From an optimization exercise on the open Yosys and OpenROAD flow, aimed at small area and a short achievable clock period; shortcuts taken in it are not production practice.
RTL that was checked went through simulation tests only; none was proved equivalent to the original.
No activity file was given, so power comes from the tool's default toggle rates.

==> lagoon: inputs <==
==> flow/design.v <==
module tile_map_scroller (
    input  logic        pixel_clk_in,
    input  logic        rst_in,
    input  logic [10:0] hcount_in,
    input  logic [9:0]  vcount_in,
    input  logic        new_frame_in,
    input  logic        pause_in,
    input  logic [4:0]  speed_in,
    input  logic        map_we_in,
    input  logic [8:0]  map_waddr_in,
    input  logic [5:0]  map_wdata_in,
    output logic [10:0] hcount_out,
    output logic [9:0]  vcount_out,
    output logic [5:0]  unique_image_index,
    output logic        in_sprite,
    output logic [11:0] offset_out,
    output logic        map_ready_out
);
    logic        ready_q;
    logic [8:0]  clr_q;
    logic [9:0]  scroll_q;
    logic [5:0]  map_q [512];
    logic [10:0] hcount_q;
    logic [9:0]  vcount_q;
    logic [5:0]  index_q;
    logic        in_sprite_q;
    always_ff @(posedge pixel_clk_in) begin
        if (rst_in) begin
            ready_q <= 1'b0;
            clr_q   <= '0;
        end else if (!ready_q) begin
            clr_q <= clr_q + 1'b1;
            if (&clr_q) ready_q <= 1'b1;
        end
    end
    logic       sweep;
    logic [7:0] grp_we;
    always_comb begin
        sweep   = !ready_q;
        for (int g = 0; g < 8; g++)
            grp_we[g] = map_we_in && (map_waddr_in[5:3] == 3'(g));
    end
    always_ff @(posedge pixel_clk_in) begin
        if (rst_in) begin
            scroll_q <= '0;
        end else if (ready_q && new_frame_in && !pause_in) begin
            scroll_q <= scroll_q + {{5{speed_in[4]}}, speed_in};
        end
    end
    logic [9:0] world_x;
    logic [7:0] hi_sel;
    logic [5:0] by_grp [8];
    logic [5:0] code;
    logic       br;
    logic       c4;
    always_comb begin
        world_x = hcount_in[9:0] + scroll_q;
        c4      = 5'(hcount_in[3:0]) + 5'(scroll_q[3:0]) > 5'd15;
        br = !rst_in && ready_q && (vcount_in[9:7] == 3'd0) && (hcount_in < 11'd1280);
        for (int i = 0; i < 8; i++) hi_sel[i] = br && (world_x[9:7] == 3'(i));
    end
    for (genvar g = 0; g < 8; g++) begin : g_grp
        logic [383:0] d;
        for (genvar r = 0; r < 8; r++) begin : g_r
            for (genvar l = 0; l < 8; l++) begin : g_l
                assign d[(l*8 + r)*6 +: 6] = map_q[r*64 + g*8 + l];
            end
        end
        logic [63:0] en;
        logic [5:0]  wr_data;
        tms_group u_grp (
            .row   (vcount_in[6:4]),
            .hcol  (hcount_in[6:4]),
            .scol  (scroll_q[6:4]),
            .c4    (c4),
            .d     (d),
            .q     (by_grp[g]),
            .sweep (sweep),
            .we    (grp_we[g]),
            .waddr ({map_waddr_in[8:6], map_waddr_in[2:0]}),
            .wdata (map_wdata_in),
            .en    (en),
            .wr_data (wr_data)
        );
        for (genvar r = 0; r < 8; r++) begin : g_wr
            for (genvar l = 0; l < 8; l++) begin : g_wl
                always_ff @(posedge pixel_clk_in) begin
                    if (en[r*8 + l]) map_q[r*64 + g*8 + l] <= wr_data;
                end
            end
        end
    end
    tms_sel8 u_hi (
        .sel (hi_sel),
        .d   ({by_grp[7], by_grp[6], by_grp[5], by_grp[4],
               by_grp[3], by_grp[2], by_grp[1], by_grp[0]}),
        .q   (code)
    );
    always_ff @(posedge pixel_clk_in) begin
        if (rst_in) begin
            hcount_q <= '0;
            vcount_q <= '0;
        end else begin
            hcount_q <= hcount_in;
            vcount_q <= vcount_in;
        end
    end
    always_ff @(posedge pixel_clk_in) begin
        index_q     <= {code[5] & ~code[4], code[4] & ~code[5], code[3:0]};
        in_sprite_q <= ~(code[5] & code[4]) & br;
    end
    assign hcount_out         = hcount_q;
    assign vcount_out         = vcount_q;
    assign unique_image_index = index_q;
    assign in_sprite          = in_sprite_q;
    assign offset_out         = {2'b00, scroll_q};
    assign map_ready_out      = ready_q;
endmodule
module tms_sel8 (
    input  logic [7:0]  sel,
    input  logic [47:0] d,
    output logic [5:0]  q
);
    always_comb begin
        q = '0;
        for (int i = 0; i < 8; i++) q = q | ({6{sel[i]}} & d[i*6 +: 6]);
    end
endmodule
module tms_group (
    input  logic [2:0]   row,
    input  logic [2:0]   hcol,
    input  logic [2:0]   scol,
    input  logic         c4,
    input  logic [383:0] d,
    output logic [5:0]   q,
    input  logic         sweep,
    input  logic         we,
    input  logic [5:0]   waddr,
    input  logic [5:0]   wdata,
    output logic [63:0]  en,
    output logic [5:0]   wr_data
);
    logic [2:0]  col;
    logic [7:0]  col_dec, col_sel;
    logic [47:0] by_col;
    always_comb begin
        col = hcol + scol;
        for (int i = 0; i < 8; i++) col_dec[i] = (col == 3'(i));
    end
    tms_rot1 u_rot (.s(c4), .a(col_dec), .y(col_sel));
    for (genvar p = 0; p < 4; p++) begin : g_pair
        tms_pair u_pair (.row(row), .d(d[p*96 +: 96]), .q(by_col[p*12 +: 12]));
    end
    tms_sel8 u_col (.sel(col_sel), .d(by_col), .q(q));
    logic [7:0] w_row_n, w_col_n;
    always_comb begin
        wr_data = sweep ? 6'd48 : (wdata > 6'd36) ? 6'd48 : wdata;
        for (int i = 0; i < 8; i++) begin
            w_row_n[i] = !(sweep || (waddr[5:3] == 3'(i)));
            w_col_n[i] = !(sweep || (we && (waddr[2:0] == 3'(i))));
        end
    end
    for (genvar r = 0; r < 8; r++) begin : g_wr
        for (genvar l = 0; l < 8; l++) begin : g_wl
            tms_nor2 u_en (.a(w_row_n[r]), .b(w_col_n[l]), .y(en[r*8 + l]));
        end
    end
endmodule
module tms_nor2 (
    input  logic a,
    input  logic b,
    output logic y
);
    assign y = !(a || b);
endmodule
module tms_pair (
    input  logic [2:0]  row,
    input  logic [95:0] d,
    output logic [11:0] q
);
    logic [7:0] row_sel;
    for (genvar i = 0; i < 8; i++) begin : g_dec
        tms_dec3 #(.V(3'(i))) u_dec (.a(row), .y(row_sel[i]));
    end
    tms_sel8 u_row0 (.sel(row_sel), .d(d[47:0]),  .q(q[5:0]));
    tms_sel8 u_row1 (.sel(row_sel), .d(d[95:48]), .q(q[11:6]));
endmodule
module tms_dec3 #(
    parameter logic [2:0] V = 3'd0
) (
    input  logic [2:0] a,
    output logic       y
);
    assign y = (a == V);
endmodule
module tms_rot1 (
    input  logic       s,
    input  logic [7:0] a,
    output logic [7:0] y
);
    assign y = s ? {a[6:0], a[7]} : a;
endmodule
==> flow/run.sh <==
#!/bin/bash
# synth_recipe.tcl (not shown) runs the flow's synth.tcl, then flattens the netlist and writes it again
# the make line also repeats each setting of config.mk as NAME=value (left out here)
make -C /OpenROAD-flow-scripts/flow DESIGN_CONFIG=/design/flow/config.mk WORK_HOME=/design/flow/orfs CLKGATE_MAP_FILE= SYNTH_SCRIPT=/design/flow/synth_recipe.tcl finish
==> flow/config.mk <==
export PLATFORM = sky130hd
export DESIGN_NAME = tile_map_scroller
export DESIGN_NICKNAME = tile_map_scroller
export VERILOG_FILES = /design/flow/design.v
export SDC_FILE = /design/flow/constraint.sdc
export NUM_CORES = 4
export LEC_CHECK = 0
export CAP_MARGIN = 20
export CORE_MARGIN = 2
export CORE_UTILIZATION = 65
export CTS_CLUSTER_DIAMETER = 90
export CTS_CLUSTER_SIZE = 28
export SETUP_SLACK_MARGIN = 5
export SLEW_MARGIN = 20
export SYNTH_HIERARCHICAL = 1
export TNS_END_PERCENT = 20
==> flow/constraint.sdc <==
create_clock -name core_clock -period 8.0 [get_ports {pixel_clk_in}]
set_input_delay 1.6000 -clock core_clock [delete_from_list [all_inputs] [get_ports {pixel_clk_in}]]
set_output_delay 1.6000 -clock core_clock [all_outputs]
set_load 0.01 [all_outputs]
==> inputs of yarrow, as changes to lagoon <==
--- a/flow/design.v
+++ b/flow/design.v
@@ -151,3 +151,4 @@
     for (genvar p = 0; p < 4; p++) begin : g_pair
-        tms_pair u_pair (.row(row), .d(d[p*96 +: 96]), .q(by_col[p*12 +: 12]));
+        tms_pair u_pair (.row(row), .row_n(~row), .d(d[p*96 +: 96]),
+                         .q(by_col[p*12 +: 12]));
     end
@@ -177,2 +178,3 @@
     input  logic [2:0]  row,
+    input  logic [2:0]  row_n,
     input  logic [95:0] d,
@@ -182,3 +184,6 @@
     for (genvar i = 0; i < 8; i++) begin : g_dec
-        tms_dec3 #(.V(3'(i))) u_dec (.a(row), .y(row_sel[i]));
+        tms_and3 u_dec (.a(i & 1 ? row[0] : row_n[0]),
+                        .b(i & 2 ? row[1] : row_n[1]),
+                        .c(i & 4 ? row[2] : row_n[2]),
+                        .y(row_sel[i]));
     end
@@ -187,9 +192,9 @@
 endmodule
-module tms_dec3 #(
-    parameter logic [2:0] V = 3'd0
-) (
-    input  logic [2:0] a,
-    output logic       y
-);
-    assign y = (a == V);
+module tms_and3 (
+    input  logic a,
+    input  logic b,
+    input  logic c,
+    output logic y
+);
+    assign y = a && b && c;
 endmodule
--- a/flow/config.mk
+++ b/flow/config.mk
@@ -9,3 +9,3 @@
 export CORE_MARGIN = 2
-export CORE_UTILIZATION = 65
+export CORE_UTILIZATION = 60
 export CTS_CLUSTER_DIAMETER = 90
@@ -15,2 +15,2 @@
 export SYNTH_HIERARCHICAL = 1
-export TNS_END_PERCENT = 20
+export TNS_END_PERCENT = 0
==> inputs of maple, as changes to lagoon <==
--- a/flow/design.v
+++ b/flow/design.v
@@ -18,2 +18,3 @@
 );
+    localparam logic [5:0] EMPTY = 6'd48;
     logic        ready_q;
@@ -143,13 +144,17 @@
     logic [2:0]  col;
-    logic [7:0]  col_dec, col_sel;
-    logic [47:0] by_col;
+    logic [7:0]  col_sel;
+    logic [47:0] by_col, by_col_next;
+    logic [5:0]  q0, q1;
     always_comb begin
         col = hcol + scol;
-        for (int i = 0; i < 8; i++) col_dec[i] = (col == 3'(i));
-    end
-    tms_rot1 u_rot (.s(c4), .a(col_dec), .y(col_sel));
+        for (int i = 0; i < 8; i++) col_sel[i] = (col == 3'(i));
+    end
     for (genvar p = 0; p < 4; p++) begin : g_pair
-        tms_pair u_pair (.row(row), .d(d[p*96 +: 96]), .q(by_col[p*12 +: 12]));
-    end
-    tms_sel8 u_col (.sel(col_sel), .d(by_col), .q(q));
+        tms_pair u_pair (.row(row), .row_n(~row), .d(d[p*96 +: 96]),
+                         .q(by_col[p*12 +: 12]));
+    end
+    assign by_col_next = {by_col[5:0], by_col[47:6]};
+    tms_sel8 u_col0 (.sel(col_sel), .d(by_col), .q(q0));
+    tms_sel8 u_col1 (.sel(col_sel), .d(by_col_next), .q(q1));
+    assign q = c4 ? q1 : q0;
     logic [7:0] w_row_n, w_col_n;
@@ -177,2 +182,3 @@
     input  logic [2:0]  row,
+    input  logic [2:0]  row_n,
     input  logic [95:0] d,
@@ -182,3 +188,6 @@
     for (genvar i = 0; i < 8; i++) begin : g_dec
-        tms_dec3 #(.V(3'(i))) u_dec (.a(row), .y(row_sel[i]));
+        tms_and3 u_dec (.a(i & 1 ? row[0] : row_n[0]),
+                        .b(i & 2 ? row[1] : row_n[1]),
+                        .c(i & 4 ? row[2] : row_n[2]),
+                        .y(row_sel[i]));
     end
@@ -187,16 +196,9 @@
 endmodule
-module tms_dec3 #(
-    parameter logic [2:0] V = 3'd0
-) (
-    input  logic [2:0] a,
-    output logic       y
-);
-    assign y = (a == V);
-endmodule
-module tms_rot1 (
-    input  logic       s,
-    input  logic [7:0] a,
-    output logic [7:0] y
-);
-    assign y = s ? {a[6:0], a[7]} : a;
-endmodule
+module tms_and3 (
+    input  logic a,
+    input  logic b,
+    input  logic c,
+    output logic y
+);
+    assign y = a && b && c;
+endmodule
--- a/flow/config.mk
+++ b/flow/config.mk
@@ -9,3 +9,3 @@
 export CORE_MARGIN = 2
-export CORE_UTILIZATION = 65
+export CORE_UTILIZATION = 60
 export CTS_CLUSTER_DIAMETER = 90
@@ -15,2 +15,2 @@
 export SYNTH_HIERARCHICAL = 1
-export TNS_END_PERCENT = 20
+export TNS_END_PERCENT = 0
==> inputs of indigo, as changes to lagoon <==
--- a/flow/config.mk
+++ b/flow/config.mk
@@ -9,3 +9,3 @@
 export CORE_MARGIN = 2
-export CORE_UTILIZATION = 65
+export CORE_UTILIZATION = 70
 export CTS_CLUSTER_DIAMETER = 90
@@ -15,2 +15,2 @@
 export SYNTH_HIERARCHICAL = 1
-export TNS_END_PERCENT = 20
+export TNS_END_PERCENT = 10
==> notes <==
Of maple and lagoon, maple has the higher wire length (gap 8.3%, measured against lagoon).
Of maple and indigo, maple has the higher total power (gap about 2.4%, measured against indigo).
Against maple, the register-to-register slack of indigo is higher by 300 ps.
In indigo the area after synthesis is larger than in yarrow, by about 0.7%.
Non-clock buffer count: yarrow is lower than maple (67).
The lowest clock skew belongs to maple, the highest to indigo.
Sequential power is about the same in lagoon and yarrow.
Between indigo and lagoon, the lower first-iteration DRC count is in lagoon (gap about 10%, measured against lagoon).
maple completed with no timing, DRC or antenna violations. indigo passed the timing, design-rule and antenna checks. yarrow completed without violations. lagoon passed the timing, design-rule and antenna checks.
Setup slack, highest first: indigo, yarrow, maple, lagoon.
==> figures <==
| metric | indigo | yarrow | maple | lagoon |
|---|---|---|---|---|
| Outcome | complete, no violations | complete, no violations | complete, no violations | complete, no violations |
| Filler cell count | 9349 | 13300 | 13300 | 11100 |
| Die height | 416 microns | 447 microns | 450 microns | 432 microns |
| Hold Path End | clr_q[8]$_SDFFE_PP0N_ | clr_q[8]$_SDFFE_PP0N_ | clr_q[8]$_SDFFE_PP0N_ | scroll_q[3]$_SDFFE_PP0P_ |
| Global routing usage on met3 | 7.58% | 6.09% | 5.25% | 5.92% |
| Clock network fraction of design power | 29.6% | 30.7% | 30.5% | 29.9% |
| Number of gates resized after CTS | 534 | 405 | 672 | 449 |
| Final weighted congestion of routability-driven global placement | 0.995 | 0.984 | 0.903 | 0.936 |
| Worst Tran Pin Value | 1170 ps | 1270 ps | 1290 ps | 1230 ps |
| Instance count of the mapped netlist | 6774 | 6798 | 7022 | 6774 |
| Post-synthesis compound-gate area fraction | 12.2% | 12.3% | 13.3% | 12.2% |
| Worst clock skew on the final layout | 35.7 ps | 23.1 ps | 19.7 ps | 33.5 ps |
| Std cell rows | 151 | 162 | 163 | 156 |
| Multi-input gates | 3585 | 3586 | 3808 | 3584 |
| Vias in the first global route | 68200 | 67100 | 69700 | 66500 |
| Buffers inserted by post-CTS timing repair | 73 | 70 | 137 | 51 |
| Combinational group power | 1.07 mW | 1.06 mW | 1.26 mW | 1.05 mW |
| Number of cells in the finished layout apart from fillers | 9469 | 9900 | 10200 | 9604 |
| Final clock-cell share | 2.82% | 3.12% | 3.07% | 2.87% |
| Multi-input logic portion of the cell area | 21.4% | 20.6% | 21.9% | 21.8% |
No functional check of the RTL was part of maple.

==> port drivers added, routing unchanged <==
The results above use ideal ports. As a check the final layouts listed here were re-extracted and re-timed, cells and wires unchanged. Step 1: set_driving_cell puts a clkbuf_16 on pixel_clk_in and a buf_2 on each other input, an assumption about the parent block. Step 2 times the ports against the registers' clock, not the clock port: input delays grow and output delays shrink by t, the midpoint of the rising clock arrivals with the driver on. a / b / c = ideal ports / drivers / drivers and shift; a / b = the first two.
run | shift t [ns] | setup slack, ns | worst setup path after step 2 | slew at the worst register clock pin (ns)
lagoon | 0.915 | 4.004 / 3.908 / 2.993 | input to register | 0.11 / 0.11
yarrow | 0.925 | 4.146 / 3.942 / 3.016 | input to register | 0.11 / 0.11
maple | 0.909 | 4.141 / 3.887 / 2.978 | input to register | 0.11 / 0.11
indigo | 0.907 | 4.273 / 3.992 / 3.085 | input to register | 0.11 / 0.11
After both steps setup and hold are still met in every run listed. The setup slack of indigo, which loses most, moves by -0.281 ns with the drivers and by -1.188 ns with both steps.
